Source: an optimization exercise on an open RTL-to-GDS flow (aim: small area). Production flows keep margins and buffers that such runs may drop. Where RTL was checked, it was by simulation tests only, not by an equivalence proof against the original. Only the layout flow was run in run 2; the RTL was not checked for function there. Power is estimated from default activity; no workload was simulated.

<file path="design/flow/run.sh">
#!/bin/bash
# synth_recipe.tcl (not shown) runs the flow's synth.tcl, then flattens the netlist and writes it again
# the make line also repeats each setting of config.mk as NAME=value (left out here)
make -C /OpenROAD-flow-scripts/flow DESIGN_CONFIG=/design/flow/config.mk WORK_HOME=/design/flow/orfs CLKGATE_MAP_FILE= SYNTH_SCRIPT=/design/flow/synth_recipe.tcl finish
</file>
<file path="design/flow/config.mk">
export PLATFORM = sky130hd
export DESIGN_NAME = rename_map
export DESIGN_NICKNAME = rename_map
export VERILOG_FILES = /design/flow/design.v
export SDC_FILE = /design/flow/constraint.sdc
export NUM_CORES = 4
export LEC_CHECK = 0
export ABC_AREA = 1
export CAP_MARGIN = 20
export CORE_MARGIN = 2
export CORE_UTILIZATION = 65
export SLEW_MARGIN = 20
</file>
<file path="design/flow/constraint.sdc">
create_clock -name core_clock -period 8.5 [get_ports {i_clk}]
set_input_delay 1.7000 -clock core_clock [delete_from_list [all_inputs] [get_ports {i_clk}]]
set_output_delay 1.7000 -clock core_clock [all_outputs]
set_load 0.01 [all_outputs]
</file>
<file path="design/flow/design.v">
module rename_map #(
  parameter int NUM_AREGS = 32,
  parameter int NUM_PREGS = 128,
  parameter int CTRL_W    = 32,
  localparam int AW = $clog2(NUM_AREGS),
  localparam int PW = $clog2(NUM_PREGS)
) (
  input  logic                   i_clk,
  input  logic                   i_rst,
  input  logic [1:0]             i_valid,
  input  logic [1:0][AW-1:0]     i_src0,
  input  logic [1:0][AW-1:0]     i_src1,
  input  logic [1:0][AW-1:0]     i_dst,
  input  logic [1:0]             i_regwrite,
  input  logic [1:0][CTRL_W-1:0] i_ctrl,
  output logic                   o_ready,
  input  logic                   i_ready,
  output logic [1:0]             o_valid,
  output logic [1:0][PW-1:0]     o_psrc0,
  output logic [1:0][PW-1:0]     o_psrc1,
  output logic [1:0][PW-1:0]     o_pdst,
  output logic [1:0][PW-1:0]     o_old_pdst,
  output logic [1:0][CTRL_W-1:0] o_ctrl,
  input  logic [1:0]             i_free_valid,
  input  logic [1:0][PW-1:0]     i_free_preg,
  output logic [PW:0]            o_free_count,
  output logic                   o_err
);
  localparam int NB = NUM_PREGS / 2;           
  localparam int BW = PW - 1;                  
  localparam int NINIT = NUM_PREGS - NUM_AREGS;
  logic [PW-1:0] rat [1:NUM_AREGS-1];
  logic [PW-1:0] bank_e [NB];
  logic [PW-1:0] bank_o [NB];
  logic [PW-1:0] head;
  logic [PW-1:0] count;
  logic          init_q;
  logic [1:0]          alloc;
  logic [1:0]          need;
  logic                accept;
  logic [PW-1:0]       tail;
  logic [BW-1:0]       ridx_e, widx_e;
  logic [PW-1:0]       rd_e, rd_o, new0, next0, new1;
  logic [1:0][PW-1:0]  psrc0_n, psrc1_n, pdst_n, old_n;
  logic [1:0]          push_req;
  logic                push0, push1, drop, any_push, both_push;
  logic [PW-1:0]       base, base1, count_n, head_n;
  logic [PW-1:0]       wd_first;
  logic [PW-1:0]       wd_e, wd_o;
  logic                we_e, we_o;
  function automatic logic [PW-1:0] rat_rd(input logic [AW-1:0] a);
    rat_rd = '0;
    for (int i = 1; i < NUM_AREGS; i++)
      if (a == AW'(i)) rat_rd = rat[i];
  endfunction
  always_comb begin
    for (int k = 0; k < 2; k++)
      alloc[k] = i_valid[k] && i_regwrite[k] && (i_dst[k] != '0);
    need    = {alloc[0] & alloc[1], alloc[0] ^ alloc[1]};
    o_ready = ((o_valid == 2'b00) || i_ready) && (count >= PW'(need));
    accept  = (|i_valid) && o_ready;
    ridx_e = head[PW-1:1] + BW'(head[0]);
    rd_e   = bank_e[ridx_e];
    rd_o   = bank_o[head[PW-1:1]];
    if (init_q && !({ridx_e, 1'b0} >= PW'(NINIT))) rd_e = {ridx_e, 1'b0} + PW'(NUM_AREGS);
    if (init_q && !({head[PW-1:1], 1'b1} >= PW'(NINIT))) rd_o = {head[PW-1:1], 1'b1} + PW'(NUM_AREGS);
    new0  = head[0] ? rd_o : rd_e;
    next0 = head[0] ? rd_e : rd_o;
    new1  = alloc[0] ? next0 : new0;
    for (int k = 0; k < 2; k++) begin
      psrc0_n[k] = rat_rd(i_src0[k]);
      psrc1_n[k] = rat_rd(i_src1[k]);
    end
    if (alloc[0] && (i_src0[1] == i_dst[0])) psrc0_n[1] = new0;
    if (alloc[0] && (i_src1[1] == i_dst[0])) psrc1_n[1] = new0;
    pdst_n[0] = alloc[0] ? new0 : '0;
    pdst_n[1] = alloc[1] ? new1 : '0;
    old_n[0]  = alloc[0] ? rat_rd(i_dst[0]) : '0;
    old_n[1]  = '0;
    if (alloc[1])
      old_n[1] = (alloc[0] && (i_dst[1] == i_dst[0])) ? new0 : rat_rd(i_dst[1]);
    for (int k = 0; k < 2; k++)
      push_req[k] = i_free_valid[k] && (i_free_preg[k] != '0);
    base    = count - (accept ? PW'(need) : '0);
    push0   = push_req[0] && (base != PW'(NUM_PREGS-1));
    base1   = base + PW'(push0);
    push1   = push_req[1] && (base1 != PW'(NUM_PREGS-1));
    drop    = (push_req[0] && !push0) || (push_req[1] && !push1);
    count_n = base1 + PW'(push1);
    head_n  = head + (accept ? PW'(need) : '0);
    tail      = head + count;
    any_push  = push0 | push1;
    both_push = push0 & push1;
    wd_first  = push0 ? i_free_preg[0] : i_free_preg[1];
    widx_e    = tail[PW-1:1] + BW'(tail[0]);
    we_e      = tail[0] ? both_push : any_push;
    we_o      = tail[0] ? any_push : both_push;
    wd_e      = tail[0] ? i_free_preg[1] : wd_first;
    wd_o      = tail[0] ? wd_first : i_free_preg[1];
  end
  always_ff @(posedge i_clk) begin
    if (i_rst) begin
      for (int a = 1; a < NUM_AREGS; a++)
        rat[a] <= PW'(a);
    end else if (accept) begin
      for (int a = 1; a < NUM_AREGS; a++) begin
        if (alloc[1] && i_dst[1] == AW'(a))      rat[a] <= new1;
        else if (alloc[0] && i_dst[0] == AW'(a)) rat[a] <= new0;
      end
    end
  end
  always_ff @(posedge i_clk) begin
    if (we_e) bank_e[widx_e] <= wd_e;
    if (we_o) bank_o[tail[PW-1:1]] <= wd_o;
  end
  always_ff @(posedge i_clk) begin
    if (i_rst) begin
      head   <= '0;
      count  <= PW'(NINIT);
      init_q <= 1'b1;
      o_err  <= 1'b0;
    end else begin
      head  <= head_n;
      count <= count_n;
      if (head_n >= PW'(NINIT)) init_q <= 1'b0;
      if (drop) o_err <= 1'b1;
    end
  end
  always_ff @(posedge i_clk) begin
    if (i_rst)
      o_valid <= '0;
    else if (accept)
      o_valid <= i_valid;
    else if (i_ready)
      o_valid <= '0;
  end
  always_ff @(posedge i_clk) begin
    if (accept) begin
      o_psrc0    <= psrc0_n;
      o_psrc1    <= psrc1_n;
      o_pdst     <= pdst_n;
      o_old_pdst <= old_n;
      o_ctrl     <= i_ctrl;
    end
  end
  assign o_free_count = {1'b0, count};
endmodule
</file>
==> run notes, run 1 <==
Starting Density=0.655; initial antenna violation count=41; Synth top cells by count=nand2_1 (1,589), edfxtp_1 (1,016), nor2_1 (1,006); Err=[ERROR GRT-0232] Routing congestion too high. Check the congestion heatmap in the GUI.; Worst EP kind=register input; post-CTS setup repair buffer count=0; Cell Rows=114; Post-Syn Area=around 63,000 µm²; pin count of the biggest net entering global routing=147; port bufs=247; Die H=316 µm; Ys Warns=2; Post-DP HPWL=181 mm; CTS max path bufs=3; Top FF cell, synth=edfxtp_1; grt ovf=100; largest cells by area after synthesis=edfxtp_1 (48%), nand2_1 (9.4%), dfxtp_1 (7.4%); # clock sinks=1,251; count leader, synth=nand2_1; share of the synthesized area in the top cell type=0.482; Post-synth EDFFs=1,016; Fail Step=global routing; gpl congestion=1.12; register area share after synthesis=0.556; root buf cell=clkbuf_16; Synth async-reset ratio=0; Num CTS Buffers=118; Die Width=316 µm; dominant cell type by area after synthesis=edfxtp_1; IO Pins=approximately 250; Place WS=-769 ps; worst_ep grt=count[5]$_SDFF_PP1_/D; Mean Syn Cell Area=8.76 µm²; Yosys reg bits=between 1,000 and 1,500; Synth Instances=7,229; Netlist cell types=62; status=aborted with a tool error; H-Tree Depth=3; Hold Buf Count CTS=0; GRT Total Usage=0.758
## power groups by stage
stage,clock network [µW],logic (µW),registers (µW)
2_1_floorplan,0,1500,7690
3_3_place_gp,0,3040,7610
3_5_place_dp,0,3130,7630
4_1_cts,5410,3320,7510
## routing by layer
layer  overflow  track usage
met5          2        0.376
met2         38        0.898
met4         43        0.698
met1          5        0.791
met3         12        0.613
## repair_timing
action	4_1_cts
pin swaps	0
cloned	0
resized for setup	91
setup endpoints to repair	677
## stage by stage
step	TNS [ps]	area, µm²	hold slack [ps]	std cells	total power [µW]
floorplan	-350870	63400	436	7229	9190
global placement	-384260	67600	445	8627	10600
detailed placement	-537790	67600	475	8628	10800
CTS	0	71700	500	8847	16200
## how the worst max path moves through the flow
stage,startpoint,endpoint,slack [ps]
3_5_place_dp,i_dst[4],bank_e[50][0],-770
2_1_floorplan,i_dst[3],bank_e[0][6],-400
4_1_cts,i_dst[0],bank_e[11][3],30
3_3_place_gp,i_dst[4],bank_e[25][0],-590
## logic make-up after synthesis
logic type      count (synthesis)  share of synthesized area
fa+ha+maj                      26                    0.00549
flops                        1251                      0.556
mux                             6                   0.000948
xor+xnor                       29                    0.00454
other cells                     1                  0.0000592
simple gates                 3175                      0.205
buf+inv                       988                     0.0653
compound gates               1753                      0.162
==> inputs of run 2 (changes only) <==
==> design/flow/design.v (replaced) <==
module rename_map #(
  parameter int NUM_AREGS = 32,
  parameter int NUM_PREGS = 128,
  parameter int CTRL_W    = 32,
  localparam int AW = $clog2(NUM_AREGS),
  localparam int PW = $clog2(NUM_PREGS)
) (
  input  logic                   i_clk,
  input  logic                   i_rst,
  input  logic [1:0]             i_valid,
  input  logic [1:0][AW-1:0]     i_src0,
  input  logic [1:0][AW-1:0]     i_src1,
  input  logic [1:0][AW-1:0]     i_dst,
  input  logic [1:0]             i_regwrite,
  input  logic [1:0][CTRL_W-1:0] i_ctrl,
  output logic                   o_ready,
  input  logic                   i_ready,
  output logic [1:0]             o_valid,
  output logic [1:0][PW-1:0]     o_psrc0,
  output logic [1:0][PW-1:0]     o_psrc1,
  output logic [1:0][PW-1:0]     o_pdst,
  output logic [1:0][PW-1:0]     o_old_pdst,
  output logic [1:0][CTRL_W-1:0] o_ctrl,
  input  logic [1:0]             i_free_valid,
  input  logic [1:0][PW-1:0]     i_free_preg,
  output logic [PW:0]            o_free_count,
  output logic                   o_err
);
  logic [PW-1:0] rat [NUM_AREGS];
  logic [PW-1:0] free_list [NUM_PREGS];
  logic [PW-1:0] head, tail;
  logic [PW:0]   count;
  logic [1:0]          alloc;
  logic [PW:0]         need;
  logic                accept;
  logic [PW-1:0]       new0, new1;
  logic [1:0][PW-1:0]  psrc0_n, psrc1_n, pdst_n, old_n;
  logic [1:0]          push_req;
  logic                push0, push1, drop;
  logic [PW:0]         base, base1, count_n;
  logic [PW-1:0]       tail1;
  always_comb begin
    for (int k = 0; k < 2; k++)
      alloc[k] = i_valid[k] && i_regwrite[k] && (i_dst[k] != '0);
    need    = (PW+1)'(alloc[0]) + (PW+1)'(alloc[1]);
    o_ready = ((o_valid == 2'b00) || i_ready) && (count >= need);
    accept  = (|i_valid) && o_ready;
    new0 = free_list[head];
    new1 = alloc[0] ? free_list[head + PW'(1)] : free_list[head];
    for (int k = 0; k < 2; k++) begin
      psrc0_n[k] = (i_src0[k] == '0) ? '0 : rat[i_src0[k]];
      psrc1_n[k] = (i_src1[k] == '0) ? '0 : rat[i_src1[k]];
    end
    if (alloc[0] && (i_src0[1] == i_dst[0])) psrc0_n[1] = new0;
    if (alloc[0] && (i_src1[1] == i_dst[0])) psrc1_n[1] = new0;
    pdst_n[0] = alloc[0] ? new0 : '0;
    pdst_n[1] = alloc[1] ? new1 : '0;
    old_n[0]  = alloc[0] ? rat[i_dst[0]] : '0;
    old_n[1]  = '0;
    if (alloc[1])
      old_n[1] = (alloc[0] && (i_dst[1] == i_dst[0])) ? new0 : rat[i_dst[1]];
    for (int k = 0; k < 2; k++)
      push_req[k] = i_free_valid[k] && (i_free_preg[k] != '0);
    base    = count - (accept ? need : '0);
    push0   = push_req[0] && (base < (PW+1)'(NUM_PREGS-1));
    base1   = base + (PW+1)'(push0);
    push1   = push_req[1] && (base1 < (PW+1)'(NUM_PREGS-1));
    drop    = (push_req[0] && !push0) || (push_req[1] && !push1);
    count_n = base1 + (PW+1)'(push1);
    tail1   = tail + PW'(push0);
  end
  always_ff @(posedge i_clk) begin
    if (i_rst) begin
      for (int a = 0; a < NUM_AREGS; a++)
        rat[a] <= PW'(a);
    end else if (accept) begin
      if (alloc[0]) rat[i_dst[0]] <= new0;
      if (alloc[1]) rat[i_dst[1]] <= new1;
    end
  end
  always_ff @(posedge i_clk) begin
    if (i_rst) begin
      for (int i = 0; i < NUM_PREGS; i++)
        free_list[i] <= (i < NUM_PREGS - NUM_AREGS) ? PW'(i + NUM_AREGS) : '0;
    end else begin
      if (push0) free_list[tail]  <= i_free_preg[0];
      if (push1) free_list[tail1] <= i_free_preg[1];
    end
  end
  always_ff @(posedge i_clk) begin
    if (i_rst) begin
      head  <= '0;
      tail  <= PW'(NUM_PREGS - NUM_AREGS);
      count <= (PW+1)'(NUM_PREGS - NUM_AREGS);
      o_err <= 1'b0;
    end else begin
      if (accept) head <= head + need[PW-1:0];
      tail  <= tail + PW'(push0) + PW'(push1);
      count <= count_n;
      if (drop) o_err <= 1'b1;
    end
  end
  always_ff @(posedge i_clk) begin
    if (i_rst) begin
      o_valid    <= '0;
      o_psrc0    <= '0;
      o_psrc1    <= '0;
      o_pdst     <= '0;
      o_old_pdst <= '0;
      o_ctrl     <= '0;
    end else if (accept) begin
      o_valid    <= i_valid;
      o_psrc0    <= psrc0_n;
      o_psrc1    <= psrc1_n;
      o_pdst     <= pdst_n;
      o_old_pdst <= old_n;
      o_ctrl     <= i_ctrl;
    end else if (i_ready) begin
      o_valid <= '0;
    end
  end
  assign o_free_count = count;
endmodule
--- a/design/flow/config.mk
+++ b/design/flow/config.mk
@@ -5,8 +5,7 @@
 export SDC_FILE = /design/flow/constraint.sdc
 export NUM_CORES = 4
 export LEC_CHECK = 0
-export ABC_AREA = 1
 export CAP_MARGIN = 20
 export CORE_MARGIN = 2
-export CORE_UTILIZATION = 65
+export CORE_UTILIZATION = 40
 export SLEW_MARGIN = 20
==> run 2 against run 1 <==
Net effect: now clean on timing, DRC and antenna; synthesized area is 33% higher; synthesized cell count grew 1.6%.
==> run notes, run 2 <==
share of the synthesized area in the top cell type=0.399; Register Area=36,700 µm²; largest cells by area after synthesis=edfxtp_1 (40%), mux4_2 (20%), dfxtp_1 (3.6%); via/cell ratio=7.23; Hold Buf Count CTS=0; CP endpoint=free_list[127][6]; CP Buf/Inv Count=6; crit path kind=primary input to flop; RSZ-0062 raised after global routing=no; Synth Instances=7,347; fraction of layout cells with a size suffix above 1=0.281; Clk pwr share=0.366; # clock sinks=1,272; Largest delay share family, worst path=simple AND/OR/NAND/NOR gates; Post-Syn Area=about 84,000 µm²; Fin Clk Skew=65.3 ps; Top FF cell, synth=edfxtp_1; Sw Pwr=5820 µW; Die H=approximately 460 µm; CP Capture Type=flop; max FFs per register=~900; crit share post-route=0.950; Post-DRT Antenna Nets=0; Clk pin slew, worst setup/hold paths=60 ps; drt drc=0; internal power=12,300 µW; commonest non-fill, non-tap cell in the layout=edfxtp_1; fin util=0.479; CP max stage cell=or4_1; Pleak=0.0314 µW; via count=77,600; Mean Syn Cell Area=~11 µm²; Post-DP HPWL=277 mm; gpl congestion=just over 1; worst reg-to-reg path cell count=24; area of the multi-input gates=45,100 µm²; Worst-Margin Slew=roughly 1300 ps; Slew headroom=0.130; pin count of the biggest net entering global routing=110; switching part of the total=0.322; DRT iter0 DRCs=13,900; dominant cell type by area after synthesis=edfxtp_1; status=complete, no violations; die area=214,000 µm²; port bufs=roughly 250; reg-to-reg slack, setup=2200 ps; Netlist cell types=88; first-pass GRT wire length=558 mm; endpoints failing setup=0; Critical Path AT=just under 9000 ps; PnR Total Power=18,100 µW; Die Width=463 µm; Starting Density=0.402; grt ovf=0; area growth from synthesis to layout=19.2%; fmax=124 MHz; max-cap viol count=0; register area share after synthesis=0.436; CP Launch Point=i_dst[7]; vias in the first global route=73,100; largest reg by FF count=free_list; PD cells=180 nW/µm²; Clock Latency Late Sink=880 ps; CTS max path bufs=3; Ys Warns=1; Final nets=7,918; Filler cells=18,700; Gate power share=0.234; root buf cell=clkbuf_16; Crit Reg-Reg Startpoint=count[1]; Sequential Power Share=0.400; initial antenna violation count=19; GRT Total Usage=0.361; count leader, synth=edfxtp_1; Max Transition Viols Final=0; Final Hold Viols=0; peak fanout along the critical path=28; H-Tree Depth=4; average wire per standard cell=37.3 µm; CP Depth=30; Num CTS Buffers=about 150; Synth top cells by count=edfxtp_1 (1,120), mux4_2 (735), nand2_1 (692); delay of the slowest cell on the worst path=approximately 530 ps; biggest regs=free_list x896, rat x224, o_ctrl x64; total core area=209,000 µm²; IO Pins=249; HP Class=flop to flop; Synth async-reset ratio=0; CP Data Required Time=between 9000 and 10,000 ps; routed wire length=400 mm; Post-synth EDFFs=1,120; CTS tree=built; Reg-to-Reg End=free_list[127][6]; Yosys reg bits=1,272; most used cell, CP=buf_4; Final min period=8080 ps; Setup TNS=0 ps; commonest non-fill, non-tap cells in the layout=edfxtp_1 (1,120), buf_4 (764), mux4_2 (735), nand2_1 (687), nor2_1 (659); Cell Rows=~170; DR pass1 iterations=9; CP Launch Type=primary input; worst vdd ir=0.245 mV
run 2: cell types whose count changed after synthesis, sizes merged, moves of 262 or more:
cell    before  now
nor2      1014  682
mux2i        6  268
nand2     1601  692
inv        660   29
a21oi      509  171
a31oi       13  377
o21ai      768  136
o31ai        7  335
mux4         0  735
clkbuf     121  605
run 2: power groups by stage:
stage                     clock network [µW]  registers (µW)  logic, µW
final                                   6620            7230       4240
after global routing                    6830            7250       4280
after CTS                               6600            7220       4070
after floorplan                            0            7240       2270
after detailed placement                   0            7350       4050
after global placement                     0            7330       4030
run 2: worst min-delay path by stage:
| stage | depth (start not counted) | from | endpoint | slack, ps |
|---|---|---|---|---|
| 2_1_floorplan | 2 | o_pdst[9] | o_pdst[9] | 480 |
| 3_3_place_gp | 2 | o_psrc1[3] | o_psrc1[3] | 430 |
| 3_5_place_dp | 1 | o_old_pdst[11] | o_old_pdst[11] | 440 |
| 4_1_cts | 1 | o_old_pdst[11] | o_old_pdst[11] | 450 |
| 5_1_grt | 1 | o_old_pdst[11] | o_old_pdst[11] | 460 |
| 6_report | 1 | o_old_pdst[11] | o_old_pdst[11] | 450 |
run 2: what timing repair did:
action	in CTS	in global routing
gates resized for setup	0	1
endpoints found under the hold margin	0	0
buffers inserted	0	2
setup endpoints to repair	0	139
run 2: layout make-up:
cell class,instances,share of cell area
Sequential cell,1272,0.366
Multi-Input combinational cell,5236,0.450
Clock buffer,195,0.0404
Antenna cell,15,0.000374
Clock inverter,85,0.00877
Timing Repair Buffer,1092,0.0988
Inverter,29,0.00118
Tap cell,2805,0.0350
run 2: per-stage QoR:
stage	cells	hold slack [ps]	cell area, µm²	setup slack, ps
after global placement	10400	433	95300	-593
final	10700	451	100000	422
after detailed placement	10400	439	95300	-575
after floorplan	7353	479	84800	-164
after global routing	10700	463	100000	108
after CTS	10700	453	100000	304
run 2: cell families after synthesis:
group / after synthesis / synth area share
mux: 1212 / 0.256
other cells: 1 / 0.0000445
simple gates: 2199 / 0.117
flops: 1272 / 0.436
fa+ha+maj: 19 / 0.00300
xor+xnor: 54 / 0.00571
compound gates: 1745 / 0.142
buf+inv: 845 / 0.0398
run 2: metal layers:
layer	wire, µm	part of all wire	global-route usage
met5	103	0.00026	0
met4	27500	0.069	0.194
met3	71300	0.18	0.163
met2	164000	0.41	0.511
met1	137000	0.34	0.461

static timing again, ports no longer ideal:
How much do the figures lean on ideal ports? The routed layout below was timed once more, with nothing changed but the port constraints.
Step 1 (the two cells are an assumption about what drives the block):
set clk [get_ports {i_clk}]
set_driving_cell -lib_cell sky130_fd_sc_hd__clkbuf_16 $clk
set_driving_cell -lib_cell sky130_fd_sc_hd__buf_2 [delete_from_list [all_inputs] $clk]
Step 2, shift: input delay + t, output delay - t, t = (earliest + latest rising clock arrival at the registers) / 2. This alone moves slack from input paths to output paths.
a / b / c = ideal / step 1 / step 2; a / b = the first two.
run: run 2
shift t [ns]: 0.942
slack for setup (ns): 0.422 / 0.498 / -0.444
worst data-port slew with drivers (ns): 0.10
Met with ideal ports but missed after step 2: setup timing in run 2. The setup slack of run 2 moves by +0.076 ns with the drivers and by -0.866 ns with both steps.
